Source: an optimization exercise on an open RTL-to-GDS flow (aim: small area). Production flows keep margins and buffers that such runs may drop.
The RTL was checked by simulation tests, not by an equivalence proof against the original design.
Power is estimated from default activity; no workload was simulated.

==> v10: inputs <==
// thick_line_rasterizer_top
module thick_line_rasterizer_top
(
    input  logic                   i_clk,
    input  logic                   i_rst_n,
    input  logic                   s_axis_tvalid,
    output logic                   s_axis_tready,
    input  logic [8*tlr_pkg::IN_BYTES-1:0]  s_axis_tdata,
    input  logic                   s_axis_tuser,
    output logic                   m_axis_tvalid,
    input  logic                   m_axis_tready,
    output logic [8*tlr_pkg::OUT_BYTES-1:0] m_axis_tdata,
    output logic                   m_axis_tlast
);
Settings: LEC_CHECK=0, CAP_MARGIN=20, CORE_MARGIN=2, CORE_UTILIZATION=40, PLACE_DENSITY=0.6, SLEW_MARGIN=20; clock period 8.0 ns.
standard.sh (not shown) runs the stock make flow with config.mk's settings and CLKGATE_MAP_FILE= SYNTH_SCRIPT=/design/flow/synth_recipe.tcl, a recipe that flattens the netlist after the stock synthesis.
==> flow/flow/run.sh <==
#!/bin/bash
# Own layout flow: the standard synthesis with one change, its ABC mapping script (a deeper,
# area-oriented one, and no separate full-adder extraction), then the standard layout with
# smaller port buffers and no dummy clock loads. Registers come out exactly as in the standard
# synthesis. Each tool's output goes to a log file of its own in this folder.
set -euo pipefail
W=$PWD
F=$W/flow
export MY_ABC_SCRIPT=${MY_ABC_SCRIPT:-$F/abc_area.script}
export MY_NO_FA=${MY_NO_FA:-1}
bash standard.sh SYNTH_SCRIPT=$F/synth.tcl \
    "BUFFER_PORTS_ARGS=-buffer_cell sky130_fd_sc_hd__buf_1" \
    "CTS_ARGS=-sink_clustering_enable -repair_clock_nets -dont_use_dummy_load" \
    finish > $W/flow_make.log 2>&1
==> flow/flow/abc_area.script <==
strash
&get -n
&deepsyn -T 30
&put
dch -f
amap -F 3 -A 8
topo
==> flow/flow/synth.tcl <==
proc synth {args} { yosys synth -nofsm -noshare {*}$args }
proc abc {args} {
  set i [lsearch $args -script]
  if {$i >= 0} { lset args [expr {$i + 1}] $::env(MY_ABC_SCRIPT) }
  yosys abc {*}$args
}
if {[info exists ::env(MY_NO_FA)] && $::env(MY_NO_FA)} {
  proc extract_fa {args} { }
}
source $::env(SCRIPTS_DIR)/synth.tcl
# left out here: clear keep_hierarchy, flatten, clean up, hide names made inside functions, write 1_2_yosys.v
==> v2 (differences from v10) <==
--- a/flow/design.v
+++ b/flow/design.v
@@ -20,13 +20,12 @@
     input  tlr_pkg::t_coord                 i_x1,
     input  tlr_pkg::t_coord                 i_y1,
     output tlr_pkg::t_coord                 o_x,       
     output tlr_pkg::t_coord                 o_y,
     output tlr_pkg::t_coord                 o_dmaj,    
     output tlr_pkg::t_coord                 o_dmin,    
-    output tlr_pkg::t_coord                 o_ddif,    
     output logic [tlr_pkg::ERR_BITS-1:0]    o_err,     
     output logic                            o_ymaj,
     output logic                            o_mneg     
 );
     logic [tlr_pkg::COORD_BITS:0] dx;
     logic [tlr_pkg::COORD_BITS:0] dy;
@@ -44,13 +43,12 @@
         adx  = sx ? tlr_pkg::COORD_BITS'(-dx) : dx[tlr_pkg::COORD_BITS-1:0];
         ady  = sy ? tlr_pkg::COORD_BITS'(-dy) : dy[tlr_pkg::COORD_BITS-1:0];
         e    = {1'b0, ady} - {1'b0, adx};
         o_ymaj = !e[tlr_pkg::COORD_BITS];
         o_dmaj = o_ymaj ? ady : adx;
         o_dmin = o_ymaj ? adx : ady;
-        o_ddif = o_ymaj ? e[tlr_pkg::COORD_BITS-1:0] : tlr_pkg::COORD_BITS'(-e);
         o_err  = {2'b11, ~o_dmaj[tlr_pkg::COORD_BITS-1:1]};
         o_mneg = sx ^ sy;
         swap   = o_ymaj ? sy : sx;
         o_x    = swap ? i_x1 : i_x0;
         o_y    = swap ? i_y1 : i_y0;
     end
@@ -67,28 +65,30 @@
     input  logic                            i_mneg,
     input  logic                            i_fresh,   
     output tlr_pkg::t_coord                 o_x,
     output tlr_pkg::t_coord                 o_y,
     output tlr_pkg::t_coord                 o_rem,
     output logic [tlr_pkg::ERR_BITS-1:0]    o_err,
+    output tlr_pkg::t_coord                 o_ddif,    
     output logic                            o_straight,
     output logic                            o_done
 );
     logic pos;
     logic xmove;
     logic ymove;
     always_comb begin
         o_straight = (i_dmin == '0);
         o_done     = o_straight || (i_rem == '0);
         pos        = !i_err[tlr_pkg::ERR_BITS-1];
         xmove      = !i_ymaj || pos;
         ymove      = i_ymaj || pos;
-        o_x   = !xmove ? i_x : ((i_ymaj && i_mneg) ? i_x - 1'b1 : i_x + 1'b1);
-        o_y   = !ymove ? i_y : ((!i_ymaj && i_mneg) ? i_y - 1'b1 : i_y + 1'b1);
+        o_x   = i_x + {{(tlr_pkg::COORD_BITS-1){xmove && i_ymaj && i_mneg}}, xmove};
+        o_y   = i_y + {{(tlr_pkg::COORD_BITS-1){ymove && !i_ymaj && i_mneg}}, ymove};
         o_rem = i_rem - 1'b1;
-        o_err = (pos && !i_fresh) ? i_err - {1'b0, i_ddif} : i_err + {1'b0, i_dmin};
+        o_ddif = i_rem - i_dmin;
+        o_err = i_err + ((pos && !i_fresh) ? ~{1'b0, i_ddif} : {1'b0, i_dmin}) + (pos && !i_fresh);
     end
 endmodule
 module tlr_count_mul(input [7:0] a, input [8:0] b, output [16:0] p);
     wire pp_0_0, pp_0_1, pp_0_2, pp_0_3, pp_0_4, pp_0_5, pp_0_6, pp_0_7, pp_0_8, pp_1_0, pp_1_1, pp_1_2, pp_1_3, pp_1_4, pp_1_5, pp_1_6, pp_1_7, pp_1_8, pp_2_0, pp_2_1, pp_2_2, pp_2_3, pp_2_4, pp_2_5, pp_2_6, pp_2_7, pp_2_8, pp_3_0, pp_3_1, pp_3_2, pp_3_3, pp_3_4, pp_3_5, pp_3_6, pp_3_7, pp_3_8, pp_4_0, pp_4_1, pp_4_2, pp_4_3, pp_4_4, pp_4_5, pp_4_6, pp_4_7, pp_4_8, pp_5_0, pp_5_1, pp_5_2, pp_5_3, pp_5_4, pp_5_5, pp_5_6, pp_5_7, pp_5_8, pp_6_0, pp_6_1, pp_6_2, pp_6_3, pp_6_4, pp_6_5, pp_6_6, pp_6_7, pp_6_8, pp_7_0, pp_7_1, pp_7_2, pp_7_3, pp_7_4, pp_7_5, pp_7_6, pp_7_7, pp_7_8, hs1, hc1, fs2, fc2, hs3, hc3, fs4, fc4, fs5, fc5, hs6, hc6, fs7, fc7, fs8, fc8, hs9, hc9, fs10, fc10, fs11, fc11, fs12, fc12, hs13, hc13, fs14, fc14, hs15, hc15, fs16, fc16, fs17, fc17, fs18, fc18, fs19, fc19, fs20, fc20, fs21, fc21, fs22, fc22, fs23, fc23, fs24, fc24, fs25, fc25, fs26, fc26, fs27, fc27, fs28, fc28, fs29, fc29, fs30, fc30, hs31, hc31, fs32, fc32, fs33, fc33, fs34, fc34, fs35, fc35, fs36, fc36, fs37, fc37, fs38, fc38, fs39, fc39, fs40, fc40, fs41, fc41, fs42, fc42, hs43, hc43, fs44, fc44, fs45, fc45, fs46, fc46, fs47, fc47, fs48, fc48, fs49, fc49, fs50, fc50, fs51, fc51, fs52, fc52, fs53, fc53, fs54, fc54, fs55, fc55, fs56, fc56;
     assign pp_0_0 = a[0] & b[0];
     assign pp_0_1 = a[0] & b[1];
@@ -313,16 +313,16 @@
     tlr_pkg::t_coord               r_out_len;
     logic                          r_out_hspan;
     logic                          r_out_vspan;
     logic [TB-1:0]                 r_out_thick;
     logic [tlr_pkg::COLOR_BITS-1:0] r_out_color;
     logic                          r_out_last;
-    tlr_pkg::t_coord               set_x, set_y, set_dmaj, set_dmin, set_ddif;
+    tlr_pkg::t_coord               set_x, set_y, set_dmaj, set_dmin;
     logic [tlr_pkg::ERR_BITS-1:0]  set_err;
     logic                          set_ymaj, set_mneg;
-    tlr_pkg::t_coord               nxt_x, nxt_y, nxt_rem;
+    tlr_pkg::t_coord               nxt_x, nxt_y, nxt_rem, nxt_ddif;
     logic [tlr_pkg::ERR_BITS-1:0]  nxt_err;
     logic                          straight;
     logic                          done;
     logic                          accept;
     logic                          load;
     logic                          step;
@@ -333,13 +333,12 @@
         .i_x1   (s_axis_tdata[3*CB-1:2*CB]),
         .i_y1   (s_axis_tdata[4*CB-1:3*CB]),
         .o_x    (set_x),
         .o_y    (set_y),
         .o_dmaj (set_dmaj),
         .o_dmin (set_dmin),
-        .o_ddif (set_ddif),
         .o_err  (set_err),
         .o_ymaj (set_ymaj),
         .o_mneg (set_mneg)
     );
     tlr_step_unit u_step (
         .i_x        (r_x),
@@ -352,12 +351,13 @@
         .i_mneg     (r_mneg),
         .i_fresh    (r_fresh),
         .o_x        (nxt_x),
         .o_y        (nxt_y),
         .o_rem      (nxt_rem),
         .o_err      (nxt_err),
+        .o_ddif     (nxt_ddif),
         .o_straight (straight),
         .o_done     (done)
     );
     assign s_axis_tready = !r_pend || !r_out_valid || m_axis_tready;
     assign accept        = s_axis_tvalid && s_axis_tready && i_rst_n;
     assign load          = accept && (s_axis_tuser == tlr_pkg::ACT_LOAD);
@@ -379,19 +379,21 @@
                 r_out_valid <= 1'b0;
             end
         end
     end
     always_ff @(posedge i_clk) begin
         r_fresh <= load;
+        if (r_fresh) begin
+            r_ddif <= nxt_ddif;
+        end
         if (load) begin
             r_x     <= set_x;
             r_y     <= set_y;
             r_rem   <= set_dmaj;
             r_err   <= set_err;
             r_dmin  <= set_dmin;
-            r_ddif  <= set_ddif;
             r_ymaj  <= set_ymaj;
             r_mneg  <= set_mneg;
             r_thick <= s_axis_tdata[4*CB+TB-1:4*CB];
             r_color <= s_axis_tdata[tlr_pkg::IN_BITS-1:4*CB+TB];
         end else if (step) begin
             r_x     <= nxt_x;
==> flow/flow/run.sh (replaced) <==
#!/bin/bash
# Own layout flow: the standard synthesis with one change, its ABC mapping script (a deeper,
# area-oriented one, and no separate full-adder extraction), then the standard layout with
# smaller port buffers (buf_1) and a clock tree of clkbuf_8 without dummy loads. Registers
# come out exactly as in the standard synthesis. Each tool's output goes to a log file of its own in
# this folder.
set -euo pipefail
W=$PWD
F=$W/flow
export MY_ABC_SCRIPT=${MY_ABC_SCRIPT:-$F/abc_area.script}
export MY_NO_FA=${MY_NO_FA:-1}
bash standard.sh SYNTH_SCRIPT=$F/synth.tcl \
    "BUFFER_PORTS_ARGS=-buffer_cell sky130_fd_sc_hd__buf_1" \
    "CTS_ARGS=-sink_clustering_enable -repair_clock_nets -dont_use_dummy_load -buf_list sky130_fd_sc_hd__clkbuf_8 -root_buf sky130_fd_sc_hd__clkbuf_8" \
    finish > $W/flow_make.log 2>&1
==> v33 (differences from v10) <==
--- a/flow/design.v
+++ b/flow/design.v
@@ -86,13 +86,13 @@
         o_y   = !ymove ? i_y : ((!i_ymaj && i_mneg) ? i_y - 1'b1 : i_y + 1'b1);
         o_rem = i_rem - 1'b1;
         o_err = (pos && !i_fresh) ? i_err - {1'b0, i_ddif} : i_err + {1'b0, i_dmin};
     end
 endmodule
 module tlr_count_mul(input [7:0] a, input [8:0] b, output [16:0] p);
-    wire pp_0_0, pp_0_1, pp_0_2, pp_0_3, pp_0_4, pp_0_5, pp_0_6, pp_0_7, pp_0_8, pp_1_0, pp_1_1, pp_1_2, pp_1_3, pp_1_4, pp_1_5, pp_1_6, pp_1_7, pp_1_8, pp_2_0, pp_2_1, pp_2_2, pp_2_3, pp_2_4, pp_2_5, pp_2_6, pp_2_7, pp_2_8, pp_3_0, pp_3_1, pp_3_2, pp_3_3, pp_3_4, pp_3_5, pp_3_6, pp_3_7, pp_3_8, pp_4_0, pp_4_1, pp_4_2, pp_4_3, pp_4_4, pp_4_5, pp_4_6, pp_4_7, pp_4_8, pp_5_0, pp_5_1, pp_5_2, pp_5_3, pp_5_4, pp_5_5, pp_5_6, pp_5_7, pp_5_8, pp_6_0, pp_6_1, pp_6_2, pp_6_3, pp_6_4, pp_6_5, pp_6_6, pp_6_7, pp_6_8, pp_7_0, pp_7_1, pp_7_2, pp_7_3, pp_7_4, pp_7_5, pp_7_6, pp_7_7, pp_7_8, hs1, hc1, fs2, fc2, hs3, hc3, fs4, fc4, fs5, fc5, hs6, hc6, fs7, fc7, fs8, fc8, hs9, hc9, fs10, fc10, fs11, fc11, fs12, fc12, hs13, hc13, fs14, fc14, hs15, hc15, fs16, fc16, fs17, fc17, fs18, fc18, fs19, fc19, fs20, fc20, fs21, fc21, fs22, fc22, fs23, fc23, fs24, fc24, fs25, fc25, fs26, fc26, fs27, fc27, fs28, fc28, fs29, fc29, fs30, fc30, hs31, hc31, fs32, fc32, fs33, fc33, fs34, fc34, fs35, fc35, fs36, fc36, fs37, fc37, fs38, fc38, fs39, fc39, fs40, fc40, fs41, fc41, fs42, fc42, hs43, hc43, fs44, fc44, fs45, fc45, fs46, fc46, fs47, fc47, fs48, fc48, fs49, fc49, fs50, fc50, fs51, fc51, fs52, fc52, fs53, fc53, fs54, fc54, fs55, fc55, fs56, fc56;
+    wire pp_0_0, pp_0_1, pp_0_2, pp_0_3, pp_0_4, pp_0_5, pp_0_6, pp_0_7, pp_0_8, pp_1_0, pp_1_1, pp_1_2, pp_1_3, pp_1_4, pp_1_5, pp_1_6, pp_1_7, pp_1_8, pp_2_0, pp_2_1, pp_2_2, pp_2_3, pp_2_4, pp_2_5, pp_2_6, pp_2_7, pp_2_8, pp_3_0, pp_3_1, pp_3_2, pp_3_3, pp_3_4, pp_3_5, pp_3_6, pp_3_7, pp_3_8, pp_4_0, pp_4_1, pp_4_2, pp_4_3, pp_4_4, pp_4_5, pp_4_6, pp_4_7, pp_4_8, pp_5_0, pp_5_1, pp_5_2, pp_5_3, pp_5_4, pp_5_5, pp_5_6, pp_5_7, pp_5_8, pp_6_0, pp_6_1, pp_6_2, pp_6_3, pp_6_4, pp_6_5, pp_6_6, pp_6_7, pp_6_8, pp_7_0, pp_7_1, pp_7_2, pp_7_3, pp_7_4, pp_7_5, pp_7_6, pp_7_7, pp_7_8, hs1, hc1, fs2, fc2, hs3, hc3, fs4, fc4, fs5, fc5, hs6, hc6, fs7, fc7, fs8, fc8, hs9, hc9, fs10, fc10, fs11, fc11, fs12, fc12, hs13, hc13, fs14, fc14, hs15, hc15, fs16, fc16, fs17, fc17, fs18, fc18, fs19, fc19, fs20, fc20, fs21, fc21, fs22, fc22, fs23, fc23, fs24, fc24, fs25, fc25, fs26, fc26, fs27, fc27, fs28, fc28, fs29, fc29, fs30, fc30, hs31, hc31, fs32, fc32, fs33, fc33, fs34, fc34, fs35, fc35, fs36, fc36, fs37, fc37, fs38, fc38, fs39, fc39, fs40, fc40, fs41, fc41, fs42, fc42, hs43, hc43, fs44, fc44, fs45, fc45, fs46, fc46, fs47, fc47, fs48, fc48, fs49, fc49, fs50, fc50, fs51, fc51, fs52, fc52, fs53, fc53, fs54, fc54, fs55, fc55, fs56, fc56, hs57, hc57, fs58, fc58, fs59, fc59, fs60, fc60, fs61, fc61, fs62, fc62, fs63, fc63, fs64, fc64, fs65, fc65, fs66, fc66, fs67, fc67, fs68, fc68, fs69, fc69, fs70, fc70, fs71, fc71, fs72, fc72;
     assign pp_0_0 = a[0] & b[0];
     assign pp_0_1 = a[0] & b[1];
     assign pp_0_2 = a[0] & b[2];
     assign pp_0_3 = a[0] & b[3];
     assign pp_0_4 = a[0] & b[4];
     assign pp_0_5 = a[0] & b[5];
@@ -271,15 +271,45 @@
     assign fs54 = fc40 ^ fs41 ^ pp_7_5;
     assign fc54 = (fc40 & fs41) | (pp_7_5 & (fc40 ^ fs41));
     assign fs55 = fc41 ^ fs42 ^ pp_7_6;
     assign fc55 = (fc41 & fs42) | (pp_7_6 & (fc41 ^ fs42));
     assign fs56 = fc42 ^ pp_6_8 ^ pp_7_7;
     assign fc56 = (fc42 & pp_6_8) | (pp_7_7 & (fc42 ^ pp_6_8));
-    wire [16:0] r1 = {1'b0, fc56, fc55, fc54, fc53, fc52, fc51, fc50, fc49, fc48, fc47, fc46, fc45, fc44, hc43, hs43, pp_0_0};
-    wire [16:0] r2 = {1'b0, pp_7_8, fs56, fs55, fs54, fs53, fs52, fs51, fs50, fs49, fs48, fs47, fs46, fs45, fs44, a[1], a[0]};
-    assign p = r1 + r2;
+    assign hs57 = pp_0_0 ^ a[0];
+    assign hc57 = pp_0_0 & a[0];
+    assign fs58 = hs43 ^ a[1] ^ hc57;
+    assign fc58 = (hs43 & a[1]) | (hc57 & (hs43 ^ a[1]));
+    assign fs59 = hc43 ^ fs44 ^ fc58;
+    assign fc59 = (hc43 & fs44) | (fc58 & (hc43 ^ fs44));
+    assign fs60 = fc44 ^ fs45 ^ fc59;
+    assign fc60 = (fc44 & fs45) | (fc59 & (fc44 ^ fs45));
+    assign fs61 = fc45 ^ fs46 ^ fc60;
+    assign fc61 = (fc45 & fs46) | (fc60 & (fc45 ^ fs46));
+    assign fs62 = fc46 ^ fs47 ^ fc61;
+    assign fc62 = (fc46 & fs47) | (fc61 & (fc46 ^ fs47));
+    assign fs63 = fc47 ^ fs48 ^ fc62;
+    assign fc63 = (fc47 & fs48) | (fc62 & (fc47 ^ fs48));
+    assign fs64 = fc48 ^ fs49 ^ fc63;
+    assign fc64 = (fc48 & fs49) | (fc63 & (fc48 ^ fs49));
+    assign fs65 = fc49 ^ fs50 ^ fc64;
+    assign fc65 = (fc49 & fs50) | (fc64 & (fc49 ^ fs50));
+    assign fs66 = fc50 ^ fs51 ^ fc65;
+    assign fc66 = (fc50 & fs51) | (fc65 & (fc50 ^ fs51));
+    assign fs67 = fc51 ^ fs52 ^ fc66;
+    assign fc67 = (fc51 & fs52) | (fc66 & (fc51 ^ fs52));
+    assign fs68 = fc52 ^ fs53 ^ fc67;
+    assign fc68 = (fc52 & fs53) | (fc67 & (fc52 ^ fs53));
+    assign fs69 = fc53 ^ fs54 ^ fc68;
+    assign fc69 = (fc53 & fs54) | (fc68 & (fc53 ^ fs54));
+    assign fs70 = fc54 ^ fs55 ^ fc69;
+    assign fc70 = (fc54 & fs55) | (fc69 & (fc54 ^ fs55));
+    assign fs71 = fc55 ^ fs56 ^ fc70;
+    assign fc71 = (fc55 & fs56) | (fc70 & (fc55 ^ fs56));
+    assign fs72 = fc56 ^ pp_7_8 ^ fc71;
+    assign fc72 = (fc56 & pp_7_8) | (fc71 & (fc56 ^ pp_7_8));
+    assign p = {fc72, fs72, fs71, fs70, fs69, fs68, fs67, fs66, fs65, fs64, fs63, fs62, fs61, fs60, fs59, fs58, hs57};
 endmodule
 module thick_line_rasterizer_top
 (
     input  logic                   i_clk,
     input  logic                   i_rst_n,
     input  logic                   s_axis_tvalid,
@@ -313,12 +343,13 @@
     tlr_pkg::t_coord               r_out_len;
     logic                          r_out_hspan;
     logic                          r_out_vspan;
     logic [TB-1:0]                 r_out_thick;
     logic [tlr_pkg::COLOR_BITS-1:0] r_out_color;
     logic                          r_out_last;
+    logic [tlr_pkg::COUNT_BITS-1:0] r_out_count;
     tlr_pkg::t_coord               set_x, set_y, set_dmaj, set_dmin, set_ddif;
     logic [tlr_pkg::ERR_BITS-1:0]  set_err;
     logic                          set_ymaj, set_mneg;
     tlr_pkg::t_coord               nxt_x, nxt_y, nxt_rem;
     logic [tlr_pkg::ERR_BITS-1:0]  nxt_err;
     logic                          straight;
@@ -407,33 +438,36 @@
             r_out_len   <= r_rem;
             r_out_hspan <= straight && !r_ymaj;
             r_out_vspan <= straight && r_ymaj;
             r_out_thick <= r_thick;
             r_out_color <= r_color;
             r_out_last  <= done;
+            r_out_count <= count;
         end
     end
-    logic [WB-1:0]                  w_minus1;
-    logic [WB-1:0]                  col_ext;
-    logic [WB-1:0]                  row_ext;
-    logic [WB-1:0]                  col_last;
-    logic [WB-1:0]                  row_last;
     logic [CB-1:0]                  mul_b;
     logic [tlr_pkg::COUNT_BITS-1:0] count;
     always_comb begin
+        mul_b = straight ? r_rem : CB'(r_thick - 1'b1);
+    end
+    tlr_count_mul u_mul (
+        .a (r_thick),
+        .b (mul_b),
+        .p (count)
+    );
+    logic [WB-1:0]                 w_minus1;
+    logic [WB-1:0]                 col_ext;
+    logic [WB-1:0]                 row_ext;
+    logic [WB-1:0]                 col_last;
+    logic [WB-1:0]                 row_last;
+    always_comb begin
         w_minus1 = WB'(r_out_thick) - WB'(1);
         col_ext  = r_out_hspan ? WB'(r_out_len) : w_minus1;
         row_ext  = r_out_vspan ? WB'(r_out_len) : w_minus1;
         col_last = WB'(r_out_col) + col_ext;
         row_last = WB'(r_out_row) + row_ext;
-        mul_b    = (r_out_hspan || r_out_vspan) ? r_out_len : w_minus1[CB-1:0];
     end
-    tlr_count_mul u_mul (
-        .a (r_out_thick),
-        .b (mul_b),
-        .p (count)
-    );
     assign m_axis_tvalid = r_out_valid;
     assign m_axis_tlast  = r_out_last;
-    assign m_axis_tdata  = {(8*tlr_pkg::OUT_BYTES-tlr_pkg::OUT_BITS)'(0), r_out_color, count,
+    assign m_axis_tdata  = {(8*tlr_pkg::OUT_BYTES-tlr_pkg::OUT_BITS)'(0), r_out_color, r_out_count,
                             row_last, col_last, WB'(r_out_row), WB'(r_out_col)};
 endmodule
==> flow/flow/abc_area.script (replaced) <==
strash
&get -n
&deepsyn -T 30
&put
dch -f
map -a
topo
==> summary of the runs <==
- Against v2, the sequential power of v33 is larger by about 20%.
- The highest cell count belongs to v33, the lowest to v2.
- The lowest non-clock buffer count belongs to v33, the highest to v10.
- Against v2, the global-route usage of v10 is higher by 1.8 points.
- The highest critical path depth belongs to v33, the lowest to v10.
- Of v33 and v10, v10 has the higher routed wire length (gap about 1.8%, measured against v10).
- Utilization, lowest first: v33, v2, v10.
- Power: v2 < v10 < v33.

## separate check: timing with driven ports
How much do the figures lean on ideal ports? The routed layouts below were timed once more, with nothing changed but the port constraints.
Step 1, drivers: a clkbuf_16 drives i_clk and a buf_2 each remaining input, both assumed.
Step 2 also shifts input and output timing later by t, the mid clock arrival at the registers, as if the neighbouring blocks saw the same clock.
a / b / c = no drivers / after step 1 / after step 2; a / b = the first two.
run	shift t [ns]	setup WS [ns]	worst register clock-pin slew, ns	worst slew at a driven data input, ns
v10	0.453	0.532 / 0.488 / 0.435	0.07 / 0.07	0.06
v2	0.469	0.547 / 0.504 / 0.657	0.08 / 0.08	0.05
v33	0.455	0.787 / 0.790 / 0.356	0.08 / 0.08	0.05
After both steps every run listed still meets setup and hold. For v33, which loses most, drivers alone change the setup slack by +0.003 ns; drivers and shift together by -0.431 ns.
